This design comes from an exercise in tuning for small area on the open sky130 flow, not from production work. The RTL was checked by simulation tests, not by an equivalence proof against the original design. Power and IR drop assume default switching activity.

[flow/flow/run.sh]
#!/bin/bash
# Layout flow: the standard ORFS flow (standard.sh, unchanged synthesis,
# floorplan, power grid, placement and routing), with two changes:
#  - clock tree: no dummy loads, larger sink clusters driven by clkbuf_16
#  - port buffers: buf_2 cells instead of the default choice
# Each tool's full output stays in ORFS's own logs (orfs/logs/...); the make
# output goes to flow.log here.
set -euo pipefail
export CTS_ARGS="-sink_clustering_enable -repair_clock_nets -dont_use_dummy_load -buf_list sky130_fd_sc_hd__clkbuf_16 -sink_clustering_size 25 -sink_clustering_max_diameter 80"
export BUFFER_PORTS_ARGS="-buffer_cell sky130_fd_sc_hd__buf_2"
bash standard.sh > flow.log 2>&1
[flow/standard.sh]
#!/bin/bash
# synth_recipe.tcl (not shown) runs the flow's synth.tcl, then flattens the netlist and writes it again
# the make line also repeats each setting of config.mk as NAME=value (left out here)
make -C /OpenROAD-flow-scripts/flow DESIGN_CONFIG=/design/flow/config.mk WORK_HOME=/design/flow/orfs CLKGATE_MAP_FILE= SYNTH_SCRIPT=/design/flow/synth_recipe.tcl "${@:-finish}"
[flow/config.mk]
export PLATFORM = sky130hd
export DESIGN_NAME = tracking_engine
export DESIGN_NICKNAME = tracking_engine
export VERILOG_FILES = /design/flow/design.v
export SDC_FILE = /design/flow/constraint.sdc
export NUM_CORES = 4
export LEC_CHECK = 0
export CAP_MARGIN = 0
export CORE_MARGIN = 2
export CORE_UTILIZATION = 65
export SLEW_MARGIN = 0
[flow/constraint.sdc]
create_clock -name core_clock -period 10.0 [get_ports {clk}]
set_input_delay 2.0000 -clock core_clock [delete_from_list [all_inputs] [get_ports {clk}]]
set_output_delay 2.0000 -clock core_clock [all_outputs]
set_load 0.01 [all_outputs]
[flow/design.v]
`timescale 1ns/1ps
package te_regmap_pkg;
	typedef logic [31:0] te_word_t;      
	typedef logic [5:0]  te_reg_addr_t;  
	localparam int TE_NUM_CHANNELS = 8;
	typedef logic [TE_NUM_CHANNELS-1:0]         te_chan_mask_t;  
	typedef logic [$clog2(TE_NUM_CHANNELS)-1:0] te_chan_idx_t;
	localparam te_reg_addr_t TE_CHANNEL_ENABLE = 6'd0;   
	localparam te_reg_addr_t TE_COH_DATA_READY = 6'd1;   
	localparam te_reg_addr_t TE_POLYNOMIAL     = 6'd2;   
	localparam te_reg_addr_t TE_CURR_STATE     = 6'd3;   
	localparam te_reg_addr_t TE_SEED_BASE      = 6'd8;   
	localparam te_reg_addr_t TE_RESULT_BASE    = 6'd16;  
endpackage
`timescale 1ns/1ps
package te_core_pkg;
	typedef logic signed [7:0]  te_sample_t;  
	typedef logic signed [23:0] te_acc_t;     
	typedef logic [15:0]        te_code_t;    
	typedef enum logic [3:0] {
		IDLE         = 4'd0,
		START        = 4'd1,
		FIND_CHANNEL = 4'd2,
		LOAD_LANES   = 4'd3,
		READ_FIFO    = 4'd5,
		CORRELATION  = 4'd6,
		DUMP         = 4'd8,
		COR_FINISH   = 4'd9,
		TE_FINISH    = 4'd10,
		WAIT_CPU     = 4'd11,
		STAND_BY     = 4'd12
	} te_state_e;
	localparam int TE_FLUSH_CYCLES = 2;
endpackage
`timescale 1ns/1ps
module te_correlator_lane (
	input  logic       clk,
	input  logic       i_load,       
	input  logic       i_clear,      
	input  te_core_pkg::te_code_t   i_seed,
	input  te_core_pkg::te_code_t   i_poly,
	input  logic       i_sample_en,
	input  te_core_pkg::te_sample_t i_sample,     
	output te_core_pkg::te_acc_t    o_acc
);
	te_core_pkg::te_code_t lfsr_q;
	te_core_pkg::te_code_t lfsr_step;
	te_core_pkg::te_acc_t  acc_q;
	logic        neg;
	assign lfsr_step = {1'b0, lfsr_q[15:1]} ^ (i_poly & {16{lfsr_q[0]}});
	always_ff @(posedge clk)
		if (i_load)
			lfsr_q <= i_seed;
		else if (i_sample_en)
			lfsr_q <= lfsr_step;
	logic [7:0]  lo_q;
	logic [15:0] hi_q;
	logic        carry_q;
	logic        sign_q;
	logic [7:0]  b;
	logic [7:0]  lo_sum;
	logic [15:0] hi_sum;
	logic [8:0]  c_lo;
	logic [16:0] c_hi;
	assign neg     = ~lfsr_q[0];
	assign b       = i_sample ^ {8{neg}};
	assign c_lo[0] = neg;
	assign c_hi[0] = carry_q;
	always_comb begin
		for (int i = 0; i < 8; i++) begin
			lo_sum[i]   = lo_q[i] ^ b[i] ^ c_lo[i];
			c_lo[i + 1] = (lo_q[i] & b[i]) | (c_lo[i] & (lo_q[i] ^ b[i]));
		end
		for (int i = 0; i < 16; i++) begin
			hi_sum[i]   = hi_q[i] ^ sign_q ^ c_hi[i];
			c_hi[i + 1] = (hi_q[i] & sign_q) | (c_hi[i] & (hi_q[i] ^ sign_q));
		end
	end
	always_ff @(posedge clk)
		if (i_clear) begin
			lo_q    <= '0;
			hi_q    <= '0;
			carry_q <= 1'b0;
			sign_q  <= 1'b0;
		end else begin
			lo_q    <= lo_sum;
			hi_q    <= hi_sum;
			carry_q <= c_lo[8];
			sign_q  <= b[7];
		end
	assign acc_q = {hi_q, lo_q};
	assign o_acc = acc_q;
endmodule
`timescale 1ns/1ps
module te_channel_finder #(
	parameter int NUM_LANES = 4
) (
	input  logic                 clk,
	input  te_core_pkg::te_state_e i_state,
	input  te_regmap_pkg::te_chan_mask_t        i_channel_enable,
	input  te_core_pkg::te_code_t [te_regmap_pkg::TE_NUM_CHANNELS-1:0]             i_seeds,
	output logic                 o_find_done,
	output logic                 o_all_done,
	output logic                 o_any_enabled,
	output te_regmap_pkg::te_chan_mask_t        o_serve,      
	output logic [te_regmap_pkg::TE_NUM_CHANNELS-1:0][1:0] o_chan_lane,  
	output logic [NUM_LANES-1:0] o_lane_load,
	output te_core_pkg::te_code_t o_lane_seed
);
	localparam int NCH = te_regmap_pkg::TE_NUM_CHANNELS;
	te_regmap_pkg::te_chan_idx_t scan_idx;
	logic                        round2;
	logic                        in_find;
	logic [NCH:0][3:0]           rank;    
	assign in_find = (i_state == te_core_pkg::FIND_CHANNEL);
	always_comb begin
		rank[0] = '0;
		for (int k = 0; k < NCH; k++)
			rank[k + 1] = rank[k] + 4'(i_channel_enable[k]);
	end
	logic [1:0] lane_adj;
	assign lane_adj = (round2 || (rank[NCH] < 4'd4)) ? 2'(-rank[NCH]) : 2'd0;
	always_comb
		for (int k = 0; k < NCH; k++) begin
			o_serve[k]     = i_channel_enable[k] && (rank[k][2] == round2);
			o_chan_lane[k] = (k < 4) ? rank[k][1:0] : rank[k][1:0] + lane_adj;
		end
	always_ff @(posedge clk) begin
		scan_idx <= in_find ? scan_idx + 1'b1 : '0;
		if (i_state == te_core_pkg::START)
			round2 <= 1'b0;
		else if (i_state == te_core_pkg::COR_FINISH)
			round2 <= 1'b1;
	end
	assign o_find_done   = (scan_idx == 3'd7) ||
	                       (!round2 && i_channel_enable[scan_idx] && (rank[scan_idx] == 4'd3));
	assign o_all_done    = round2 || (rank[NCH] <= 4'd4);
	assign o_any_enabled = |i_channel_enable;
	always_comb
		for (int l = 0; l < NUM_LANES; l++)
			o_lane_load[l] = in_find && o_serve[scan_idx] && (o_chan_lane[scan_idx] == 2'(l));
	always_comb begin
		o_lane_seed = '0;
		for (int k = 0; k < NCH; k++)
			o_lane_seed = o_lane_seed | (i_seeds[k] & {16{scan_idx == 3'(k)}});
	end
endmodule
`timescale 1ns/1ps
module te_sequencer (
	input  logic      clk,
	input  logic      rst_b,
	input  logic      i_start,
	input  logic      i_fifo_ready,
	input  logic      i_fifo_last_data,
	input  logic      i_any_enabled,  
	input  logic      i_find_done,
	input  logic      i_all_done,     
	output logic      o_cor_done,
	output te_core_pkg::te_state_e o_state,
	output logic      o_te_running,
	output logic      o_te_over,
	output logic      o_fifo_read,
	output logic      o_fifo_rewind,
	output logic      o_fifo_skip
);
	te_core_pkg::te_state_e state;
	te_core_pkg::te_state_e next_state;
	logic [1:0]             last_dly;  
	always_ff @(posedge clk or negedge rst_b)
		if (!rst_b)
			state <= te_core_pkg::STAND_BY;
		else
			state <= next_state;
	always_comb begin
		next_state = state;
		case (state)
			te_core_pkg::STAND_BY:     if (i_start) next_state = te_core_pkg::IDLE;
			te_core_pkg::IDLE:         if (i_fifo_ready) next_state = te_core_pkg::START;
			te_core_pkg::START:        next_state = i_any_enabled ? te_core_pkg::FIND_CHANNEL : te_core_pkg::TE_FINISH;
			te_core_pkg::FIND_CHANNEL: if (i_find_done) next_state = te_core_pkg::LOAD_LANES;
			te_core_pkg::LOAD_LANES:   next_state = te_core_pkg::READ_FIFO;
			te_core_pkg::READ_FIFO:    next_state = te_core_pkg::CORRELATION;
			te_core_pkg::CORRELATION:  if (last_dly[1]) next_state = te_core_pkg::DUMP;
			te_core_pkg::DUMP:         next_state = te_core_pkg::COR_FINISH;
			te_core_pkg::COR_FINISH:   next_state = i_all_done ? te_core_pkg::TE_FINISH : te_core_pkg::FIND_CHANNEL;
			te_core_pkg::TE_FINISH:    next_state = te_core_pkg::WAIT_CPU;
			te_core_pkg::WAIT_CPU:     if (i_start) next_state = te_core_pkg::IDLE;
			default:                   next_state = te_core_pkg::STAND_BY;
		endcase
	end
	always_ff @(posedge clk)
		last_dly <= {last_dly[0], i_fifo_last_data};
	assign o_cor_done    = last_dly[1];
	assign o_state       = state;
	assign o_te_over     = (state == te_core_pkg::TE_FINISH);
	assign o_te_running  = (state != te_core_pkg::STAND_BY) && (state != te_core_pkg::WAIT_CPU);
	assign o_fifo_read   = (state == te_core_pkg::READ_FIFO);
	assign o_fifo_rewind = (state == te_core_pkg::COR_FINISH) && !i_all_done;
	assign o_fifo_skip   = (state == te_core_pkg::TE_FINISH);
endmodule
`timescale 1ns/1ps
module te_host_regs #(
	parameter int NUM_LANES = 4
) (
	input  logic                 clk,
	input  logic                 rst_b,
	input  logic                 i_reg_cs,
	input  logic                 i_rd,
	input  logic                 i_wr,
	input  te_regmap_pkg::te_reg_addr_t         i_addr,
	input  te_regmap_pkg::te_word_t             i_wdata,
	input  te_core_pkg::te_state_e            i_state,
	input  logic                 i_latch_enable,  
	input  logic                 i_dump_next,     
	input  te_regmap_pkg::te_chan_mask_t        i_serve,
	input  logic [te_regmap_pkg::TE_NUM_CHANNELS-1:0][1:0] i_chan_lane,
	input  te_core_pkg::te_acc_t [NUM_LANES-1:0]              i_lane_acc,
	output te_regmap_pkg::te_chan_mask_t        o_channel_enable,
	output te_core_pkg::te_code_t             o_poly,
	output te_core_pkg::te_code_t [te_regmap_pkg::TE_NUM_CHANNELS-1:0]             o_seeds,
	output logic                 o_te_ready,
	output te_regmap_pkg::te_word_t             o_reg_rdata
);
	localparam int NCH = te_regmap_pkg::TE_NUM_CHANNELS;
	te_core_pkg::te_acc_t [NCH-1:0] result_q;
	te_regmap_pkg::te_chan_mask_t   ready_q;
	te_regmap_pkg::te_chan_idx_t    chan_sel;
	logic          wr_en;
	logic          rd_en;
	logic          dump;
	assign wr_en      = i_reg_cs && i_wr;
	assign rd_en      = i_reg_cs && i_rd;
	assign dump       = (i_state == te_core_pkg::DUMP);
	assign chan_sel   = i_addr[2:0];
	always_ff @(posedge clk or negedge rst_b)
		if (!rst_b) begin
			o_channel_enable <= '0;
			o_poly           <= '0;
			o_seeds          <= '0;
		end else if (wr_en) begin
			if (i_addr == te_regmap_pkg::TE_CHANNEL_ENABLE)
				o_channel_enable <= i_wdata[7:0];
			if (i_addr == te_regmap_pkg::TE_POLYNOMIAL)
				o_poly <= i_wdata[15:0];
			if (i_addr[5:3] == 3'b001)
				o_seeds[chan_sel] <= i_wdata[15:0];
		end
	always_ff @(posedge clk or negedge rst_b)
		if (!rst_b)
			result_q <= '0;
		else
			result_q <= result_d;
	logic [NCH-1:0][NUM_LANES-1:0] wsel_q;
	te_regmap_pkg::te_chan_mask_t  dump_mask;
	always_ff @(posedge clk or negedge rst_b)
		if (!rst_b)
			wsel_q <= '0;
		else
			for (int k = 0; k < NCH; k++)
				for (int l = 0; l < NUM_LANES; l++)
					if (l <= k && l >= k - 4)
						wsel_q[k][l] <= i_dump_next && i_serve[k] && (i_chan_lane[k] == 2'(l));
	te_core_pkg::te_acc_t [NCH-1:0] result_d;
	always_comb
		for (int k = 0; k < NCH; k++) begin
			dump_mask[k] = |wsel_q[k];
			result_d[k]  = result_q[k] & {24{!dump_mask[k]}};
			for (int l = 0; l < NUM_LANES; l++)
				result_d[k] = result_d[k] | (i_lane_acc[l] & {24{wsel_q[k][l]}});
		end
	always_ff @(posedge clk or negedge rst_b)
		if (!rst_b)
			ready_q <= '0;
		else if (wr_en && (i_addr == te_regmap_pkg::TE_COH_DATA_READY))
			ready_q <= i_wdata[7:0];  
		else if (dump)
			ready_q <= ready_q | dump_mask;
		else if (i_latch_enable)
			ready_q <= '0;
	assign o_te_ready = |ready_q;
	logic [23:0] rd_low;
	always_comb begin
		rd_low = '0;
		rd_low = rd_low | (24'(o_channel_enable) & {24{rd_en && i_addr == 6'd0}});
		rd_low = rd_low | (24'(ready_q)          & {24{rd_en && i_addr == 6'd1}});
		rd_low = rd_low | (24'(o_poly)           & {24{rd_en && i_addr == 6'd2}});
		rd_low = rd_low | (24'(i_state)          & {24{rd_en && i_addr == 6'd3}});
		for (int k = 0; k < NCH; k++) begin
			rd_low = rd_low | (24'(o_seeds[k]) & {24{rd_en && i_addr == 6'(8 + k)}});
			rd_low = rd_low | (result_q[k]     & {24{rd_en && i_addr == 6'(16 + k)}});
		end
	end
	assign o_reg_rdata = {{8{rd_low[23]}}, rd_low};
endmodule
`timescale 1ns/1ps
module tracking_engine #(
	parameter int NUM_LANES = 4
) (
	input  logic          clk,
	input  logic          rst_b,
	input  logic          i_start,
	output logic          o_te_running,
	output logic          o_te_ready,
	output logic          o_te_over,
	input  logic          i_fifo_ready,
	input  logic          i_fifo_last_data,
	input  logic          i_fifo_data_valid,
	input  te_core_pkg::te_sample_t    i_fifo_data,
	output logic          o_fifo_read,
	output logic          o_fifo_rewind,
	output logic          o_fifo_skip,
	input  logic          i_reg_cs,
	input  logic          i_rd,
	input  logic          i_wr,
	input  te_regmap_pkg::te_reg_addr_t  i_addr,
	input  te_regmap_pkg::te_word_t      i_wdata,
	output te_regmap_pkg::te_word_t      o_reg_rdata
);
	localparam int NCH = te_regmap_pkg::TE_NUM_CHANNELS;
	te_core_pkg::te_state_e       state;
	logic                         latch_enable;
	logic                         lane_clear;
	logic                         dump_next;
	logic                         cor_done;
	logic                         sample_en;
	te_core_pkg::te_sample_t      sample;
	logic                         any_enabled;
	logic                         find_done;
	logic                         all_done;
	te_regmap_pkg::te_chan_mask_t channel_enable;
	te_core_pkg::te_code_t        poly;
	te_core_pkg::te_code_t [NCH-1:0] seeds;
	te_regmap_pkg::te_chan_mask_t serve;
	logic [NCH-1:0][1:0]          chan_lane;
	logic [NUM_LANES-1:0]         lane_load;
	te_core_pkg::te_code_t        lane_seed;
	te_core_pkg::te_acc_t [NUM_LANES-1:0] lane_acc;
	assign latch_enable = (state == te_core_pkg::IDLE) && i_fifo_ready;
	assign dump_next    = (state == te_core_pkg::CORRELATION) && cor_done;
	assign lane_clear   = (state == te_core_pkg::LOAD_LANES);
	assign sample_en    = i_fifo_data_valid && (state == te_core_pkg::CORRELATION);
	assign sample      = i_fifo_data & {8{sample_en}};
	te_sequencer u_sequencer (
		.clk              (clk),
		.rst_b            (rst_b),
		.i_start          (i_start),
		.i_fifo_ready     (i_fifo_ready),
		.i_fifo_last_data (i_fifo_last_data),
		.i_any_enabled    (any_enabled),
		.i_find_done      (find_done),
		.i_all_done       (all_done),
		.o_cor_done       (cor_done),
		.o_state          (state),
		.o_te_running     (o_te_running),
		.o_te_over        (o_te_over),
		.o_fifo_read      (o_fifo_read),
		.o_fifo_rewind    (o_fifo_rewind),
		.o_fifo_skip      (o_fifo_skip)
	);
	te_channel_finder #(.NUM_LANES(NUM_LANES)) u_finder (
		.clk              (clk),
		.i_state          (state),
		.i_channel_enable (channel_enable),
		.i_seeds          (seeds),
		.o_find_done      (find_done),
		.o_all_done       (all_done),
		.o_any_enabled    (any_enabled),
		.o_serve          (serve),
		.o_chan_lane      (chan_lane),
		.o_lane_load      (lane_load),
		.o_lane_seed      (lane_seed)
	);
	for (genvar g = 0; g < NUM_LANES; g++) begin : g_lane
		te_correlator_lane u_lane (
			.clk         (clk),
			.i_load      (lane_load[g]),
			.i_clear     (lane_clear),
			.i_seed      (lane_seed),
			.i_poly      (poly),
			.i_sample_en (sample_en),
			.i_sample    (sample),
			.o_acc       (lane_acc[g])
		);
	end
	te_host_regs #(.NUM_LANES(NUM_LANES)) u_regs (
		.clk              (clk),
		.rst_b            (rst_b),
		.i_reg_cs         (i_reg_cs),
		.i_rd             (i_rd),
		.i_wr             (i_wr),
		.i_addr           (i_addr),
		.i_wdata          (i_wdata),
		.i_state          (state),
		.i_latch_enable   (latch_enable),
		.i_dump_next      (dump_next),
		.i_serve          (serve),
		.i_chan_lane      (chan_lane),
		.i_lane_acc       (lane_acc),
		.o_channel_enable (channel_enable),
		.o_poly           (poly),
		.o_seeds          (seeds),
		.o_te_ready       (o_te_ready),
		.o_reg_rdata      (o_reg_rdata)
	);
endmodule
==> key figures, run 1 <==
Worst setup path
  – Worst Path Max Fanout: 17
  – R2r startpoint: u_regs.o_channel_enable[0]$_DFFE_PN0P_
  – CP endpoint kind: flip-flop
  – WS Path Type: flip-flop to flip-flop
  – Flop2flop setup slack: 2.09 ns
  – R2r worst-path depth: 18
  – R2r endpoint: g_lane[2].u_lane.lfsr_q[9]$_DFFE_PP_
  – CP arrival: 8.15 ns
  – Req. time, crit path: 10.24 ns
  – CP Launch Type: flip-flop

Final layout
  – Post-route design area: 0.0297 mm²
  – Share of cells above drive strength 1: 12.0%
  – Fin cells: 3105
  – Most frequent cells in the layout: 378 x nand2_1, 374 x dfrtp_1, 238 x a22oi_1
  – Area growth from synthesis to layout: 5.49%
  – Fin util: 69.2%
  – Final nets: 2694
  – Most common cell after layout, fill and taps aside: nand2_1
  – Fillers: 3326

STA
  – Fmax: 0.126 GHz
  – Worst hold slack: 0.326 ns
  – RSZ-0062 raised after global routing: no
  – Skew final: 0.0629 ns
  – Tcrit/Tclk final: 79.1%
  – Minimum clock period: 7.91 ns
  – Fin. max-slew vios: 0
  – Setup violators final: 0
  – Setup TNS Final: 0 ns
  – Slew at the pin with the worst max-slew slack: 1.35 ns
  – Fin. Hold Viols: 0
  – Max-slew headroom: 10.2%
  – Worst setup margin: 2.09 ns

Die
  – Initial Util: 65.6%
  – Die area: 0.0451 mm²
  – Placement Rows: 76
  – Number of I/O pins: 93
  – Die width: 212 µm
  – Die H: 212 µm
  – Core area: 0.0430 mm²

Status
  – Status: no timing/DRC/antenna violations

Hold path
  – Hold path cells: 0
  – HP Class: flip-flop to flip-flop
  – Hold EP: u_sequencer.last_dly[1]$_DFF_P_
  – Hold_sp: u_sequencer.last_dly[0]$_DFF_P_

Route
  – Final WL: 93300 µm
  – Final ANT Viol Nets: 0
  – Wire per inst: 30.1 µm
  – Iter 0 DRT Violations: 4207
  – Routed vias/inst: 7.37
  – DRC: 0
  – Router iterations before antenna repair: 14
  – Vias: 22900

Global routing
  – First-pass GRT wire length: 140000 µm
  – GRT overflow: 0
  – All-Layer GR Usage: 41.7%
  – Initial antenna violation count: 9
  – Vias in the first global route: 22400
  – Largest net degree at the start of global routing: 117

Yosys
  – Async set-reset flop share out of synthesis: 68.4%
  – Sequential cell area fraction in the yosys report: 48.0%
  – Netlist Area Pre-Place: 0.0282 mm²
  – Post-synthesis cell type count: 80
  – Post-synth top flop: dfrtp_1
  – #FFs+latches synth: 550
  – Average size of a mapped cell: 11.0 µm²
  – Syn Inst Count: 2555
  – Post-synth net total: 2731
  – Synth warn: 4
  – Post-synth EDFFs: 64

Power
  – Clock share of power: 19.7%
  – Peak supply drop: 170 µV
  – Sequential power share: 52.2%
  – Gate power share: 28.1%
  – Internal Power: 4.05 mW
  – Total power: 6.33 mW
  – P_leak: 12.9 nW
  – Psw: 2.28 mW
  – Net Sw Frac: 36.1%
  – PwrDens: 213 mW/mm²

CTS
  – Clock Path Buffers: 3
  – Root Buffer: clkbuf_16
  – Htree depth: 1
  – CTS Buf Count: 30
  – CTS tree: built
  – Hold Buf Count CTS: 0
  – Clock Sinks: 550
  – Clock slew at reported path FFs: 0.09 ns
  – CTS resizes: 0
  – Post-CTS setup buffers: 0
  – Worst-skew pair later-pin latency: 0.63 ns

Place
  – DP Wirelength: 58300 µm
  – IO Port Bufs: 76
  – Place WS: 2.19 ns
  – Placed Area: 0.0290 mm²
  – GPL Wtd Cong: 0.971
  – # placed instances: 3071

Job
  – Max Cap Violations: 0
-- power groups by stage --
stage / Combinational, mW / Sequential (mW) / Clock (mW)
global route: 2.05 / 3.37 / 1.33
floorplan: 1.34 / 3.13 / 0
CTS: 1.78 / 3.28 / 1.25
finish: 1.78 / 3.31 / 1.25
global placement: 1.66 / 3.31 / 0
detailed placement: 1.76 / 3.33 / 0
-- flip-flops by register name, indices dropped and copies added, names as in the netlist, named ones only --
signal / flops
g_lane.u_lane.carry_q: 4
g_lane.u_lane.lfsr_q: 64
u_sequencer.last_dly: 2
u_finder.round2: 1
u_sequencer.state: 4
g_lane.u_lane.sign_q: 4
u_regs.o_seeds: 128
u_regs.ready_q: 8
u_regs.o_channel_enable: 8
u_finder.scan_idx: 3
u_regs.result_q: 144
u_regs.o_poly: 16
g_lane.u_lane.hi_q: 64
u_regs.wsel_q: 20
g_lane.u_lane.lo_q: 32
-- synth_stat cells, drive strengths merged, types with 64 or more instances --
| master | n | area (µm²) |
|---|---|---|
| mux2i | 70 | 701 |
| edfxtp | 64 | 1920 |
| nand3 | 73 | 365 |
| xor2 | 78 | 709 |
| dfxtp | 110 | 2200 |
| fa | 90 | 1800 |
| a222oi | 116 | 1160 |
| clkbuf | 167 | 657 |
| inv | 65 | 244 |
| a22oi | 238 | 1790 |
| dfrtp | 374 | 9360 |
| a32o | 64 | 641 |
| nor2b | 74 | 463 |
| nand2 | 378 | 1420 |
| nor2 | 87 | 327 |
| a22o | 91 | 797 |
| mux2 | 72 | 811 |
-- logic make-up (layout without fill, tap and decap cells) --
logic type	Yosys count	after routing	share of synthesized area (%)
and+or+nand+nor	722	722	11.7
AOI/OAI and AO/OA	613	613	18.6
DFF	550	550	48.0
buffers and inverters	278	239	4.25
muxes	143	143	5.44
xor gates and xnor gates	128	128	4.21
adders and majority gates	121	121	7.77
other	0	4	0
-- worst max-delay path by stage --
stage                                            from                              endpoint  depth (start not counted)
2_1_floorplan      g_lane[3].u_lane.sign_q$_SDFF_PP0_  g_lane[3].u_lane.hi_q[15]$_SDFF_PP0_                         20
3_3_place_gp   u_regs.o_channel_enable[0]$_DFFE_PN0P_  g_lane[2].u_lane.lfsr_q[0]$_DFFE_PP_                         18
3_5_place_dp   u_regs.o_channel_enable[2]$_DFFE_PN0P_  g_lane[2].u_lane.lfsr_q[9]$_DFFE_PP_                         18
4_1_cts        u_regs.o_channel_enable[0]$_DFFE_PN0P_  g_lane[2].u_lane.lfsr_q[9]$_DFFE_PP_                         18
5_1_grt        u_regs.o_channel_enable[0]$_DFFE_PN0P_  g_lane[2].u_lane.lfsr_q[0]$_DFFE_PP_                         18
6_report       u_regs.o_channel_enable[0]$_DFFE_PN0P_  g_lane[2].u_lane.lfsr_q[9]$_DFFE_PP_                         18
-- routing by layer --
metal | GRT usage, % | part of all wire (%) | vias to the layer above
met4 | 21.9 | 6.3 | 10
met2 | 63.8 | 45 | 1814
met3 | 10.8 | 12 | 412
li1 | - | - | 9385
met1 | 55.1 | 37 | 11300
met5 | 0 | 0.065 | -
-- layout make-up --
cell class / instances / area (µm²) / area share (%)
inverters: 65 / 244 / 0.820
multi-input cells: 1727 / 13600 / 45.6
well taps: 585 / 732 / 2.46
repair buffers: 144 / 901 / 3.03
clock buffers: 30 / 751 / 2.52
diodes: 4 / 10.0 / 0.0337
flip-flops and latches: 550 / 13500 / 45.5
-- critical path: stages, from the launching register on --
cell and delay (ns):
dfrtp_1 0.55, fa_1 0.63, ha_1 0.26, fa_1 0.63
ha_1 0.32, ha_1 0.37, ha_1 0.21, xnor2_1 0.33
xnor2_1 0.30, a31oi_1 0.25, or4_1 0.57, a31oi_1 0.36
ha_1 0.23, xor2_1 0.28, o21ai_0 0.16, xnor2_1 0.24
o31ai_4 0.42, o21ba_1 0.89, or2_2 0.51
==> run 2: changes to the inputs <==
==> flow/run.sh (new file) <==
#!/bin/bash
# synth_recipe.tcl (not shown) runs the flow's synth.tcl, then flattens the netlist and writes it again
# the make line also repeats each setting of config.mk as NAME=value (left out here)
make -C /OpenROAD-flow-scripts/flow DESIGN_CONFIG=/design/flow/config.mk WORK_HOME=/design/flow/orfs CLKGATE_MAP_FILE= SYNTH_SCRIPT=/design/flow/synth_recipe.tcl finish
removed: flow/flow/run.sh
removed: flow/standard.sh
==> run 2 against run 1 <==
Highest routed layer unchanged. Sequential share of layout area shrank 2.1 points. Fmax is 4.9% lower. Power up 14%. Final cell count grew 2.3%. Critical endpoint is now o_fifo_rewind. Sequential power about the same. Non-clock buffer count fell by 4. Clock skew down 0.028 ns. Still clean on timing, DRC and antenna.
==> key figures, run 2 <==
Status
  – Status: no timing/DRC/antenna violations

Route
  – DRC: 0
  – Vias: 23300
  – Final ANT Viol Nets: 0
  – Final WL: 95000 µm
  – Iter 0 DRT Violations: 4393
  – Router iterations before antenna repair: 11
  – Wire per inst: 29.9 µm
  – Routed vias/inst: 7.34

Worst setup path
  – Req. time, crit path: 8.00 ns
  – WS Path Type: flip-flop to output port
  – R2r worst-path depth: 18
  – CP arrival: 6.32 ns
  – CP endpoint kind: output port
  – Worst Path Max Fanout: 9
  – CP Launch Type: flip-flop

Yosys
  – Syn Inst Count: 2555
  – List of most frequent post-synthesis cells: 378 x nand2_1, 374 x dfrtp_1, 238 x a22oi_1
  – Synth warn: 4
  – Synth area leader: dfrtp_1
  – Sequential cell area fraction in the yosys report: 48.0%
  – Area share of the largest cell type after synthesis: 33.2%
  – Top-count cell post-synth: nand2_1
  – #FFs+latches synth: 550
  – Async set-reset flop share out of synthesis: 68.4%
  – Post-synthesis cell type count: 80
  – Post-synth top flop: dfrtp_1
  – Post-synth net total: 2731
  – Average size of a mapped cell: 11.0 µm²
  – Synth area leaders: dfrtp_1 33%, dfxtp_1 7.8%, edfxtp_1 6.8%, fa_1 6.4%, a22oi_1 6.3%
  – Netlist Area Pre-Place: 0.0282 mm²
  – Post-synth EDFFs: 64

Final layout
  – Most frequent cells in the layout: 378 x nand2_1, 373 x dfrtp_1, 238 x a22oi_1
  – Fin cells: 3175
  – Largest registers: u_regs.result_q x144, u_regs.o_seeds x128
  – Share of cells above drive strength 1: 10.9%
  – Largest Register: u_regs.result_q
  – Final nets: 2716
  – Area growth from synthesis to layout: 10.6%
  – Most common cell after layout, fill and taps aside: nand2_1
  – Fin util: 72.5%
  – Post-route design area: 0.0312 mm²
  – Largest register FFs: 144

Global routing
  – GRT overflow: 0
  – Initial antenna violation count: 6
  – All-Layer GR Usage: 42.9%
  – Vias in the first global route: 23100
  – First-pass GRT wire length: 143000 µm
  – Largest net degree at the start of global routing: 115

Place
  – DP Wirelength: 58100 µm
  – GPL Wtd Cong: 0.992
  – Placed Area: 0.0293 mm²
  – IO Port Bufs: 76
  – # placed instances: 3067

STA
  – Setup violators final: 0
  – Minimum clock period: 8.32 ns
  – Fin. Hold Viols: 0
  – Tcrit/Tclk final: 83.2%
  – Fmax: 0.120 GHz
  – Setup TNS Final: 0 ns
  – Fin. max-slew vios: 0
  – Slew at the pin with the worst max-slew slack: 1.44 ns
  – Skew final: 0.0349 ns
  – RSZ-0062 raised after global routing: no
  – Max-slew headroom: 3.71%

Die
  – Number of I/O pins: 93
  – Initial Util: 65.6%
  – Die H: 212 µm
  – Die width: 212 µm
  – Die area: 0.0451 mm²
  – Placement Rows: 76
  – Core area: 0.0430 mm²

Power
  – PwrDens: 231 mW/mm²
  – Psw: 2.49 mW
  – Sequential power share: 46.1%
  – Internal Power: 4.72 mW
  – P_leak: 13.3 nW
  – Total power: 7.21 mW
  – Gate power share: 24.9%
  – Peak supply drop: 205 µV
  – Clock share of power: 29.0%
  – Net Sw Frac: 34.6%

CTS
  – Clock slew at reported path FFs: 0.07 ns
  – CTS resizes: 0
  – Post-CTS setup buffers: 0
  – Clock Path Buffers: 3
  – CTS Buf Count: 56
  – Root Buffer: clkbuf_16
  – Worst-skew pair later-pin latency: 0.63 ns
  – Clock Sinks: 550
  – Htree depth: 2
  – Hold Buf Count CTS: 0
  – CTS tree: built

Job
  – Max Cap Violations: 0

Hold path
  – Hold path cells: 0
  – HP Class: flip-flop to flip-flop
run 2: stage by stage:
stage / hold slack (ns) / setup WS, ns
3_3_place_gp: 0.313 / 2.41
5_1_grt: 0.351 / 1.31
3_5_place_dp: 0.331 / 2.34
2_1_floorplan: 0.310 / 3.15
6_report: 0.352 / 1.68
4_1_cts: 0.346 / 1.71
run 2: cell type report:
type,instances,area (µm²)
Fill cell,3100,11800
Inverter,65,244
Clock inverter,11,77.6
Tap cell,585,732
Sequential cell,550,13500
Multi-Input combinational cell,1727,13600
Antenna cell,2,5.00
Timing Repair Buffer,140,1250
Clock buffer,95,1750
run 2: logic make-up (layout without fill, tap and decap cells):
family | after synthesis | in the layout | synth area share, %
and+or+nand+nor | 722 | 722 | 11.7
muxes | 143 | 143 | 5.44
DFF | 550 | 550 | 48.0
AOI/OAI and AO/OA | 613 | 613 | 18.6
buffers and inverters | 278 | 311 | 4.25
other | 0 | 2 | 0
adders and majority gates | 121 | 121 | 7.77
xor gates and xnor gates | 128 | 128 | 4.21
run 2: metal layers:
metal / global-route usage (%) / routed length [µm] / vias up / share of wire (%)
met3: 13.9 / 12300 / 454 / 13
li1: - / - / 9470 / -
met5: 0 / 45 / - / 0.047
met2: 65.5 / 42400 / 1853 / 45
met4: 22.0 / 5820 / 6 / 6.1
met1: 55.3 / 34500 / 11500 / 36
run 2: path summary, 6_finish.rpt:
kind | slack (ns) | endpoint | startpoint
setup / recovery | 1.68 | o_fifo_rewind | u_regs.o_channel_enable[0]$_DFFE_PN0P_
max in group asynchronous | 6.31 | u_regs.result_q[92]$_DFF_PN0_ | rst_b
setup reg to reg | 2.25 | g_lane[3].u_lane.lfsr_q[14]$_DFFE_PP_ | u_regs.o_channel_enable[0]$_DFFE_PN0P_
hold / removal | 0.35 | u_sequencer.last_dly[1]$_DFF_P_ | u_sequencer.last_dly[0]$_DFF_P_
hold reg to reg | 0.35 | u_sequencer.last_dly[1]$_DFF_P_ | u_sequencer.last_dly[0]$_DFF_P_
min in group asynchronous | 1.42 | u_regs.o_poly[0]$_DFFE_PN0P_ | rst_b
run 2: worst max-delay path, cell delays in order, from the launching register on:
cell	delay (ns)
dfrtp_1	0.64
fa_1	0.56
ha_1	0.26
fa_1	0.63
ha_1	0.33
ha_1	0.37
ha_1	0.22
xnor2_1	0.36
xnor2_1	0.31
a31oi_1	0.25
o211a_4	0.31
a2111oi_0	0.67
and3_1	0.26
clkdlybuf4s50_1	0.53
run 2: power by group through the flow:
stage / Clock (mW) / Sequential, mW / Combinational [mW]
floorplan: 0 / 3.13 / 1.34
global placement: 0 / 3.31 / 1.68
detailed placement: 0 / 3.33 / 1.78
CTS: 2.09 / 3.29 / 1.80
global route: 2.18 / 3.38 / 2.06
finish: 2.09 / 3.32 / 1.80
==> run 3: changes to the inputs <==
==> flow/flow/run.sh (new file) <==
#!/bin/bash
# Layout flow: the standard ORFS flow (standard.sh) with three changes.
#  1. After the standard synthesis, the combinational cells are mapped again
#     for area by ABC (flow/remap.ys, flow/remap.abc). Every register cell,
#     with its name and type, and the adder cells are kept as synthesis made
#     them. flow/equiv.ys then proves the new netlist equivalent to the
#     standard one; if that fails the standard netlist is used unchanged.
#  2. Clock tree: no dummy loads, larger sink clusters driven by clkbuf_16.
#  3. Port buffers: buf_2 cells.
# Each tool's full output goes to a log file here (synth.log, remap.log,
# equiv.log, layout.log) and to ORFS's own logs under orfs/logs.
set -euo pipefail
HERE=$(pwd)
RES=$HERE/orfs/results/sky130hd/tracking_engine/base
export CTS_ARGS="-sink_clustering_enable -repair_clock_nets -dont_use_dummy_load -buf_list sky130_fd_sc_hd__clkbuf_16 -sink_clustering_size 25 -sink_clustering_max_diameter 80"
export BUFFER_PORTS_ARGS="-buffer_cell sky130_fd_sc_hd__buf_2"

bash standard.sh synth > synth.log 2>&1
cp $RES/1_2_yosys.v $HERE/standard_synth.v

DONT_USE=$(make -s -C $FLOW_HOME DESIGN_CONFIG=$HERE/config.mk WORK_HOME=$HERE/orfs print-DONT_USE_CELLS 2>/dev/null | sed -n 's/^DONT_USE_CELLS: //p')
DU=""; for c in $DONT_USE; do DU="$DU -dont_use $c"; done
sed -e "s|@IN@|$HERE/standard_synth.v|; s|@OUT@|$HERE/remap.v|; s|@SCRIPT@|$HERE/flow/remap.abc|; s|@DONTUSE@|$DU|" flow/remap.ys > remap_run.ys
sed -e "s|@GOLD@|$HERE/standard_synth.v|; s|@GATE@|$HERE/remap.v|" flow/equiv.ys > equiv_run.ys
if yosys -s remap_run.ys > remap.log 2>&1 && yosys -s equiv_run.ys > equiv.log 2>&1; then
  echo "using the area-mapped netlist" > netlist_choice.txt
  cp $HERE/remap.v $RES/1_2_yosys.v
else
  echo "area mapping failed or not proven: using the standard netlist" > netlist_choice.txt
fi
touch $RES/1_2_yosys.v
bash standard.sh "$@" > layout.log 2>&1
==> flow/flow/equiv.ys (new file) <==
# Check that the area-mapped netlist does what the standard synthesis does:
# cells read as their liberty functions, registers paired by name.
read_liberty -ignore_miss_func /OpenROAD-flow-scripts/flow/platforms/sky130hd/lib/sky130_fd_sc_hd__tt_025C_1v80.lib
read_verilog @GOLD@
rename tracking_engine gold
read_verilog @GATE@
rename tracking_engine gate
flatten gold gate
opt_clean -purge gold gate
async2sync
equiv_make gold gate equiv
hierarchy -top equiv
equiv_simple -undef
equiv_induct -undef
equiv_status -assert
==> flow/flow/remap.abc (new file) <==
strash
&get -n
&st
&dch -f
&nf -R 1000
&put
mfs2
strash
dch -f
amap
&get -n
&st
&dch -f
&nf -R 1000
&put
topo
dnsize
==> flow/flow/remap.ys (new file) <==
# Map the combinational logic of the standard synthesis again, for area.
# Register cells (and the adder and tie cells) are black boxes here, so they
# keep their names, types and connections.
read_liberty -ignore_miss_func /OpenROAD-flow-scripts/flow/platforms/sky130hd/lib/sky130_fd_sc_hd__tt_025C_1v80.lib
read_verilog @IN@
hierarchy -check -top tracking_engine
blackbox sky130_fd_sc_hd__df* sky130_fd_sc_hd__edf* sky130_fd_sc_hd__fa_* sky130_fd_sc_hd__ha_* sky130_fd_sc_hd__conb_*
flatten
opt_clean -purge
abc -liberty /OpenROAD-flow-scripts/flow/platforms/sky130hd/lib/sky130_fd_sc_hd__tt_025C_1v80.lib @DONTUSE@ -script @SCRIPT@
opt_clean -purge
setundef -zero
hilomap -singleton -hicell sky130_fd_sc_hd__conb_1 HI -locell sky130_fd_sc_hd__conb_1 LO
splitnets
opt_clean -purge
rename -enumerate -pattern rm_%
insbuf -buf sky130_fd_sc_hd__buf_4 A X
rename -enumerate -pattern rb_%
tee -o remap_stat.txt stat -liberty /OpenROAD-flow-scripts/flow/platforms/sky130hd/lib/sky130_fd_sc_hd__tt_025C_1v80.lib
write_verilog -noattr -nohex -nodec @OUT@
==> flow/standard.sh (new file) <==
#!/bin/bash
# synth_recipe.tcl (not shown) runs the flow's synth.tcl, then flattens the netlist and writes it again
# the make line also repeats each setting of config.mk as NAME=value (left out here)
make -C /OpenROAD-flow-scripts/flow DESIGN_CONFIG=/design/flow/config.mk WORK_HOME=/design/flow/orfs CLKGATE_MAP_FILE= SYNTH_SCRIPT=/design/flow/synth_recipe.tcl "${@:-finish}"
removed: flow/run.sh
==> run 3 against run 2 <==
Now fails the layout checks on capacitance limit, slew limit. Largest power group unchanged. Fmax is 0.36% lower. Sequential power is 8.1% higher. Via count is 1.3% higher. Design area is 7.2% lower. Hold slack worse by 0.020 ns. First-iteration DRC count is 6.3% higher. Clock skew is 0.018 ns higher. Wire length is 0.61% higher. Die area is 5.7% lower. Critical path depth is 5 higher.
==> key figures, run 3 <==
Status
  – Status: complete, but fails checks
  – Layout Check Failures: capacitance limit, slew limit

Power
  – Internal Power: 4.41 mW
  – PwrDens: 249 mW/mm²
  – Total power: 7.20 mW
  – Peak supply drop: 200 µV
  – Net Sw Frac: 38.7%
  – Clock share of power: 17.8%
  – P_leak: 12.6 nW
  – Psw: 2.79 mW
  – Sequential power share: 49.8%
  – Gate power share: 32.4%

STA
  – Fin. Hold Viols: 0
  – RSZ-0062 raised after global routing: no
  – Max-slew headroom: -5.59%
  – Fin. max-slew vios: 5
  – Setup violators final: 0
  – Skew final: 0.0531 ns
  – Minimum clock period: 8.35 ns
  – Fmax: 0.120 GHz
  – Setup TNS Final: 0 ns
  – Slew at the pin with the worst max-slew slack: 1.58 ns
  – Worst setup margin: 1.65 ns
  – Tcrit/Tclk final: 83.5%

Final layout
  – Largest Register: u_regs.result_q
  – Largest register FFs: 144
  – Most common cell after layout, fill and taps aside: nand2_1
  – Area growth from synthesis to layout: 9.01%
  – Post-route design area: 0.0289 mm²
  – Share of cells above drive strength 1: 7.96%
  – Most frequent cells in the layout: 444 x nand2_1, 374 x dfrtp_1, 188 x a222oi_1
  – Final nets: 2729
  – Largest registers: u_regs.result_q x144, u_regs.o_seeds x128

CTS
  – Clock slew at reported path FFs: 0.11 ns
  – Clock Sinks: 550
  – Clock Path Buffers: 3
  – Post-CTS setup buffers: 0
  – CTS tree: built
  – Worst-skew pair later-pin latency: 0.64 ns
  – CTS Buf Count: 31
  – CTS resizes: 0
  – Hold Buf Count CTS: 0
  – Root Buffer: clkbuf_16
  – Htree depth: 1

Worst setup path
  – Critical path's slowest cell: o31ai_1
  – Worst Path Max Fanout: 33
  – Crit path capture: g_lane[0].u_lane.lfsr_q[1]$_DFFE_PP_
  – Flop2flop setup slack: 1.65 ns
  – R2r endpoint: g_lane[0].u_lane.lfsr_q[1]$_DFFE_PP_
  – Critical path depth: 18
  – CP endpoint kind: flip-flop
  – Worst-path cell chain: clkinv_1 > ha_1 > ha_1 > fa_1 > ha_1 > ha_1 > ha_1 > xnor2_1 > nand3_1 > xor2_1 > a21o_1 > and2_0 > ha_1 > mux2i_1 > o21ai_0 > o31ai_1 > nand2_1 > nand2_1
  – CP arrival: 8.59 ns
  – WS Path Type: flip-flop to flip-flop
  – Slowest stage delay, CP: 1.10 ns
  – CP Launch Type: flip-flop
  – R2r worst-path depth: 18
  – Cell family with most CP delay: adder cells
  – Crit-path most repeated cell: ha_1
  – R2r startpoint: u_regs.o_channel_enable[0]$_DFFE_PN0P_
  – Crit. Startpoint: u_regs.o_channel_enable[0]$_DFFE_PN0P_
  – Req. time, crit path: 10.24 ns
  – Buf/Inv on CP: 1

Die
  – Die area: 0.0425 mm²
  – Initial Util: 65.5%
  – Placement Rows: 74
  – Core area: 0.0406 mm²
  – Die H: 206 µm
  – Die width: 206 µm
  – Number of I/O pins: 93

Route
  – Wire per inst: 31.0 µm
  – Final ANT Viol Nets: 0
  – Vias: 23600
  – DRC: 0
  – Router iterations before antenna repair: 11
  – Routed vias/inst: 7.65
  – Iter 0 DRT Violations: 4671
  – Final WL: 95600 µm

Global routing
  – Largest net degree at the start of global routing: 89
  – All-Layer GR Usage: 44.9%
  – First-pass GRT wire length: 141000 µm
  – Vias in the first global route: 22900
  – GRT overflow: 0
  – Initial antenna violation count: 2

Yosys
  – Netlist Area Pre-Place: 0.0265 mm²
  – Post-synth net total: 2561
  – Syn Inst Count: 2385
  – Synth warn: 4
  – Average size of a mapped cell: 11.1 µm²

Job
  – Max Cap Violations: 1

Place
  – GPL Wtd Cong: 0.983
  – Placed Area: 0.0282 mm²
  – IO Port Bufs: 76
  – Place WS: 2.08 ns
  – DP Wirelength: 58800 µm

Hold path
  – HP Class: flip-flop to flip-flop
run 3: layout make-up:
cell class | instances | area (µm²)
sequential | 550 | 13500
multi-input combinational | 1758 | 12800
clock buffer | 31 | 776
timing repair buffer | 144 | 901
tap | 532 | 666
antenna | 3 | 7.51
fill | 2989 | 11600
inverter | 68 | 255
run 3: metal layers:
metal	wire length [µm]	vias to the layer above	global-route usage [%]
li1	-	9487	-
met1	33600	11500	60.1
met2	39300	2146	62.6
met3	16200	476	17.3
met4	6610	0	25.3
met5	0	-	0.357
run 3: how the worst min path moves through the flow:
stage                     cells past startpoint                              end  slack, ns                            start
after global routing                          0  u_sequencer.last_dly[1]$_DFF_P_       0.34  u_sequencer.last_dly[0]$_DFF_P_
after floorplan                               0  u_sequencer.last_dly[1]$_DFF_P_       0.31  u_sequencer.last_dly[0]$_DFF_P_
after CTS                                     0  u_sequencer.last_dly[1]$_DFF_P_       0.33  u_sequencer.last_dly[0]$_DFF_P_
after global placement                        0  u_sequencer.last_dly[1]$_DFF_P_       0.32  u_sequencer.last_dly[0]$_DFF_P_
after detailed placement                      0  u_sequencer.last_dly[1]$_DFF_P_       0.32  u_sequencer.last_dly[0]$_DFF_P_
final                                         0  u_sequencer.last_dly[1]$_DFF_P_       0.33  u_sequencer.last_dly[0]$_DFF_P_
run 3: power by group through the flow:
| stage | logic [mW] | clock network [mW] | registers (mW) |
|---|---|---|---|
| 2_1_floorplan | 1.58 | 0 | 3.41 |
| 3_3_place_gp | 2.17 | 0 | 3.56 |
| 3_5_place_dp | 2.30 | 0 | 3.59 |
| 4_1_cts | 2.33 | 1.28 | 3.55 |
| 5_1_grt | 2.67 | 1.34 | 3.65 |
| 6_report | 2.33 | 1.28 | 3.59 |
run 3: metrics by stage:
step,utilization (%),hold slack (ns),std cells
after global placement,69.4,0.318,3052
final,71.4,0.332,3086
after CTS,71.3,0.330,3083
after detailed placement,69.4,0.318,3052
after global routing,71.3,0.338,3085
after floorplan,-,0.310,2385
==> run 4: changes to the inputs <==
==> flow/flow/run.sh (replaced) <==
#!/bin/bash
# Layout flow: the standard ORFS flow (standard.sh) with three changes.
#  1. After the standard synthesis, the combinational cells are mapped again
#     for area by ABC (flow/remap.ys with each flow/remap_*.abc script).
#     Every register cell, with its name and type, and the adder cells are
#     kept as synthesis made them. flow/equiv.ys proves each new netlist
#     equivalent to the standard one; the smallest proven one is used (the
#     standard netlist if none is proven).
#  2. Clock tree: no dummy loads, sink clusters driven by clkbuf_8.
#  3. Port buffers: buf_2 cells.
# Each tool's full output goes to a log file here (synth.log, remap_*.log,
# equiv_*.log, layout.log) and to ORFS's own logs under orfs/logs.
set -euo pipefail
HERE=$(pwd)
RES=$HERE/orfs/results/sky130hd/tracking_engine/base
LIB=/OpenROAD-flow-scripts/flow/platforms/sky130hd/lib/sky130_fd_sc_hd__tt_025C_1v80.lib
export CTS_ARGS="-sink_clustering_enable -repair_clock_nets -dont_use_dummy_load -buf_list sky130_fd_sc_hd__clkbuf_8 -sink_clustering_size 16 -sink_clustering_max_diameter 50"
export BUFFER_PORTS_ARGS="-buffer_cell sky130_fd_sc_hd__buf_2"

bash standard.sh synth > synth.log 2>&1
cp $RES/1_2_yosys.v $HERE/standard_synth.v

DONT_USE=$(make -s -C $FLOW_HOME DESIGN_CONFIG=$HERE/config.mk WORK_HOME=$HERE/orfs print-DONT_USE_CELLS 2>/dev/null | sed -n 's/^DONT_USE_CELLS: //p')
DU=""; for c in $DONT_USE; do DU="$DU -dont_use $c"; done
best=""; best_area=""
for s in flow/remap_*.abc; do
  n=$(basename $s .abc)
  sed -e "s|@IN@|$HERE/standard_synth.v|; s|@OUT@|$HERE/$n.v|; s|@SCRIPT@|$HERE/$s|; s|@DONTUSE@|$DU|; s|remap_stat.txt|${n}_stat.txt|" flow/remap.ys > ${n}_run.ys
  sed -e "s|@GOLD@|$HERE/standard_synth.v|; s|@GATE@|$HERE/$n.v|" flow/equiv.ys > equiv_${n}.ys
  if yosys -s ${n}_run.ys > $n.log 2>&1 && yosys -s equiv_${n}.ys > equiv_${n}.log 2>&1; then
    a=$(sed -n "s/.*Chip area for module .*: \([0-9.]*\)/\1/p" ${n}_stat.txt | head -1)
    echo "$n proven, area $a" >> netlist_choice.txt
    if [[ -z "$best" ]] || awk "BEGIN{exit !($a < $best_area)}"; then best=$n; best_area=$a; fi
  else
    echo "$n failed or not proven" >> netlist_choice.txt
  fi
done
if [[ -n "$best" ]]; then
  echo "using $best" >> netlist_choice.txt
  cp $HERE/$best.v $RES/1_2_yosys.v
else
  echo "using the standard netlist" >> netlist_choice.txt
fi
touch $RES/1_2_yosys.v
bash standard.sh "$@" > layout.log 2>&1
==> flow/flow/remap_a.abc (new file) <==
strash
&get -n
&st
&dch -f
&nf -R 1000
&put
mfs2
strash
dch -f
amap
&get -n
&st
&dch -f
&nf -R 1000
&put
topo
dnsize
==> flow/flow/remap_e.abc (new file) <==
strash
&get -n
&st
&dch -f
&nf -R 1000
&put
mfs2
strash
&get -n
&st
&syn2
&dch -f
&nf -R 1000
&put
mfs2
strash
&get -n
&st
&dch -f
&nf -R 1000
&put
==> flow/flow/remap_k.abc (new file) <==
strash
&get -n
&st
&dch -f
&nf -a -R 1000
&put
mfs2
strash
&get -n
&st
&dch -f
&nf -a -R 1000
&put
--- a/flow/config.mk
+++ b/flow/config.mk
@@ -7,5 +7,5 @@
 export LEC_CHECK = 0
-export CAP_MARGIN = 0
+export CAP_MARGIN = 20
 export CORE_MARGIN = 2
 export CORE_UTILIZATION = 65
-export SLEW_MARGIN = 0
+export SLEW_MARGIN = 20
removed: flow/flow/remap.abc
==> run 4 against run 3 <==
Wire length grew 0.55%. Clock skew grew 0.0085 ns. Largest cell class unchanged. Highest routed layer is now met5. Fmax grew 1.5%. Largest power group unchanged. The run now finishes clean. Power shrank 1.2%. Count of clock-buffer cells in the layout grew 19.
==> key figures, run 4 <==
Status
  – Status: no timing/DRC/antenna violations

Route
  – Routed vias/inst: 7.60
  – Post-Route M1 WL: 34000 µm
  – Router iterations before antenna repair: 13
  – DR WL met2: 39000 µm
  – Final ANT Viol Nets: 0
  – Iter 0 DRT Violations: 4453
  – Routed wl met3: 16300 µm
  – Vias: 23600
  – DRC: 0
  – Final WL: 96100 µm
  – Wire per inst: 30.9 µm
  – DR top layer: met5

Worst setup path
  – Slowest stage delay, CP: 0.90 ns
  – WS Path Type: flip-flop to flip-flop
  – Critical path's slowest cell: nand2_1
  – Worst Path Max Fanout: 33
  – CP arrival: 8.49 ns
  – Buf/Inv on CP: 1
  – Crit-path most repeated cell: ha_1
  – Req. time, crit path: 10.27 ns
  – CP Launch Type: flip-flop
  – Cell family with most CP delay: adder cells
  – Worst-path cell chain: clkinv_1 > ha_1 > ha_1 > fa_1 > ha_1 > ha_1 > ha_1 > xnor2_1 > nand3_1 > xor2_1 > a21o_1 > and2_0 > ha_1 > xnor2_1 > nand2_1 > o21ai_0 > xnor2_1 > o21ai_0 > nand2_1 > o311a_1 > nand2_1 > nand2_1
  – CP endpoint kind: flip-flop

CTS
  – Clock Sinks: 550
  – Clock slew at reported path FFs: 0.07 ns
  – Htree depth: 2
  – Post-CTS setup buffers: 0
  – CTS resizes: 0
  – Worst-skew pair later-pin latency: 0.69 ns
  – CTS Buf Count: 50
  – Root Buffer: clkbuf_8
  – CTS tree: built
  – Hold Buf Count CTS: 0
  – Clock Path Buffers: 3

STA
  – Fin. max-slew vios: 0
  – Skew final: 0.0616 ns
  – Worst hold slack: 0.338 ns
  – Max-slew headroom: 16.3%
  – Fmax: 0.122 GHz
  – Fin. Hold Viols: 0
  – Worst setup margin: 1.78 ns
  – Minimum clock period: 8.22 ns
  – RSZ-0062 raised after global routing: no
  – Tcrit/Tclk final: 82.2%
  – Setup TNS Final: 0 ns
  – Setup violators final: 0
  – Slew at the pin with the worst max-slew slack: 1.25 ns

Final layout
  – Most frequent cells in the layout: 444 x nand2_1, 374 x dfrtp_1, 188 x a222oi_1
  – Most common cell after layout, fill and taps aside: nand2_1
  – Share of cells above drive strength 1: 8.82%
  – Area growth from synthesis to layout: 8.78%
  – Largest Register: u_regs.result_q
  – Fin util: 71.2%
  – Largest register FFs: 144
  – Largest registers: u_regs.result_q x144, u_regs.o_seeds x128
  – Final nets: 2751
  – Fin cells: 3108

Power
  – Net Sw Frac: 39.4%
  – Sequential power share: 50.4%
  – Gate power share: 32.9%
  – P_leak: 12.5 nW
  – Peak supply drop: 200 µV
  – Internal Power: 4.31 mW
  – Clock share of power: 16.7%
  – PwrDens: 246 mW/mm²
  – Psw: 2.80 mW

Die
  – Initial Util: 65.5%
  – Die area: 0.0425 mm²
  – Core area: 0.0406 mm²
  – Placement Rows: 74
  – Number of I/O pins: 93
  – Die width: 206 µm
  – Die H: 206 µm

Place
  – Place WS: 2.06 ns
  – DP Wirelength: 58800 µm
  – GPL Wtd Cong: 0.983
  – IO Port Bufs: 76
  – # placed instances: 3054

Hold path
  – HP Class: flip-flop to flip-flop

Yosys
  – Synth warn: 4
  – Syn Inst Count: 2385
  – Netlist Area Pre-Place: 0.0265 mm²
  – Average size of a mapped cell: 11.1 µm²
  – Post-synth net total: 2561

Global routing
  – Largest net degree at the start of global routing: 89
  – First-pass GRT wire length: 141000 µm
  – Initial antenna violation count: 3
  – GRT overflow: 0
  – Vias in the first global route: 23000
  – All-Layer GR Usage: 45.3%

Job
  – Max Cap Violations: 0
run 4: cell type report:
| type | count | area [µm²] |
|---|---|---|
| Timing Repair Buffer | 147 | 918 |
| Antenna cell | 3 | 7.51 |
| Tap cell | 532 | 666 |
| Sequential cell | 550 | 13500 |
| Clock buffer | 50 | 688 |
| Multi-Input combinational cell | 1758 | 12800 |
| Inverter | 68 | 255 |
| Fill cell | 3034 | 11700 |
run 4: path summary, 6_finish.rpt:
check / slack (ns) / startpoint / depth (start not counted) / end
worst max-delay path: 1.78 / u_regs.o_channel_enable[0]$_DFFE_PN0P_ / 22 / g_lane[0].u_lane.lfsr_q[14]$_DFFE_PP_
worst min-delay path: 0.34 / u_sequencer.last_dly[0]$_DFF_P_ / 0 / u_sequencer.last_dly[1]$_DFF_P_
worst max register to register: 1.78 / u_regs.o_channel_enable[0]$_DFFE_PN0P_ / 22 / g_lane[0].u_lane.lfsr_q[14]$_DFFE_PP_
worst min register to register: 0.34 / u_sequencer.last_dly[0]$_DFF_P_ / 0 / u_sequencer.last_dly[1]$_DFF_P_
max in group asynchronous: 7.12 / rst_b / 2 / u_regs.o_poly[9]$_DFFE_PN0P_
min in group asynchronous: 1.31 / rst_b / 1 / u_regs.result_q[165]$_DFF_PN0_
run 4: routing by layer:
layer / track usage, % / vias up
met1: 60.6 / 11500
met5: 0 / -
met2: 62.2 / 2151
met4: 27.4 / 2
met3: 17.7 / 479
li1: - / 9528
run 4: power groups by stage:
| stage | registers, mW | logic, mW | clock network [mW] |
|---|---|---|---|
| finish | 3.58 | 2.34 | 1.19 |
| global placement | 3.56 | 2.17 | 0 |
| floorplan | 3.41 | 1.58 | 0 |
| CTS | 3.55 | 2.33 | 1.19 |
| detailed placement | 3.59 | 2.30 | 0 |
| global route | 3.65 | 2.66 | 1.26 |
run 4: worst reg2reg max path: cells and delay by family, from the launching register on:
family,cells,cell delay (ns)
adders and majority gates,7,2.39
AOI/OAI and AO/OA,4,1.27
DFF,1,0.59
and+or+nand+nor,6,2.38
buffers and inverters,1,0.29
xor gates and xnor gates,4,0.90
run 4: metrics by stage:
| stage | power [mW] | cell area [µm²] |
|---|---|---|
| floorplan | 4.99 | 26500 |
| global placement | 5.74 | 28200 |
| detailed placement | 5.89 | 28200 |
| CTS | 7.07 | 28900 |
| global route | 7.57 | 28900 |
| finish | 7.11 | 28900 |

## separate check: timing with driven ports
The results above use ideal ports. As a check the final layouts listed here were re-extracted and re-timed, cells and wires unchanged.
Step 1, drivers: a clkbuf_16 drives clk and a buf_2 each remaining input, both assumed.
Step 2 times the ports against the registers' clock, not the clock port: input delays grow and output delays shrink by t, the midpoint of the rising clock arrivals with the driver on.
Three values: no drivers, after step 1, after step 2; two values: the first two.
| run | shift t [ns] | slack for setup (ns) | hold WS [ns] | worst setup path after step 2 | worst slew at a driven data input, ns |
|---|---|---|---|---|---|
| run 1 | 0.659 | 2.093 / 2.093 / 2.093 | 0.326 / 0.326 / 0.326 | register to register | 0.10 |
| run 2 | 0.677 | 1.684 / 1.622 / 2.173 | 0.352 / 0.352 / 0.352 | input to output | 0.11 |
| run 3 | 0.671 | 1.654 / 1.654 / 1.654 | 0.332 / 0.332 / 0.332 | register to register | 0.07 |
| run 4 | 0.716 | 1.778 / 1.778 / 1.778 | 0.338 / 0.338 / 0.338 | register to register | 0.07 |
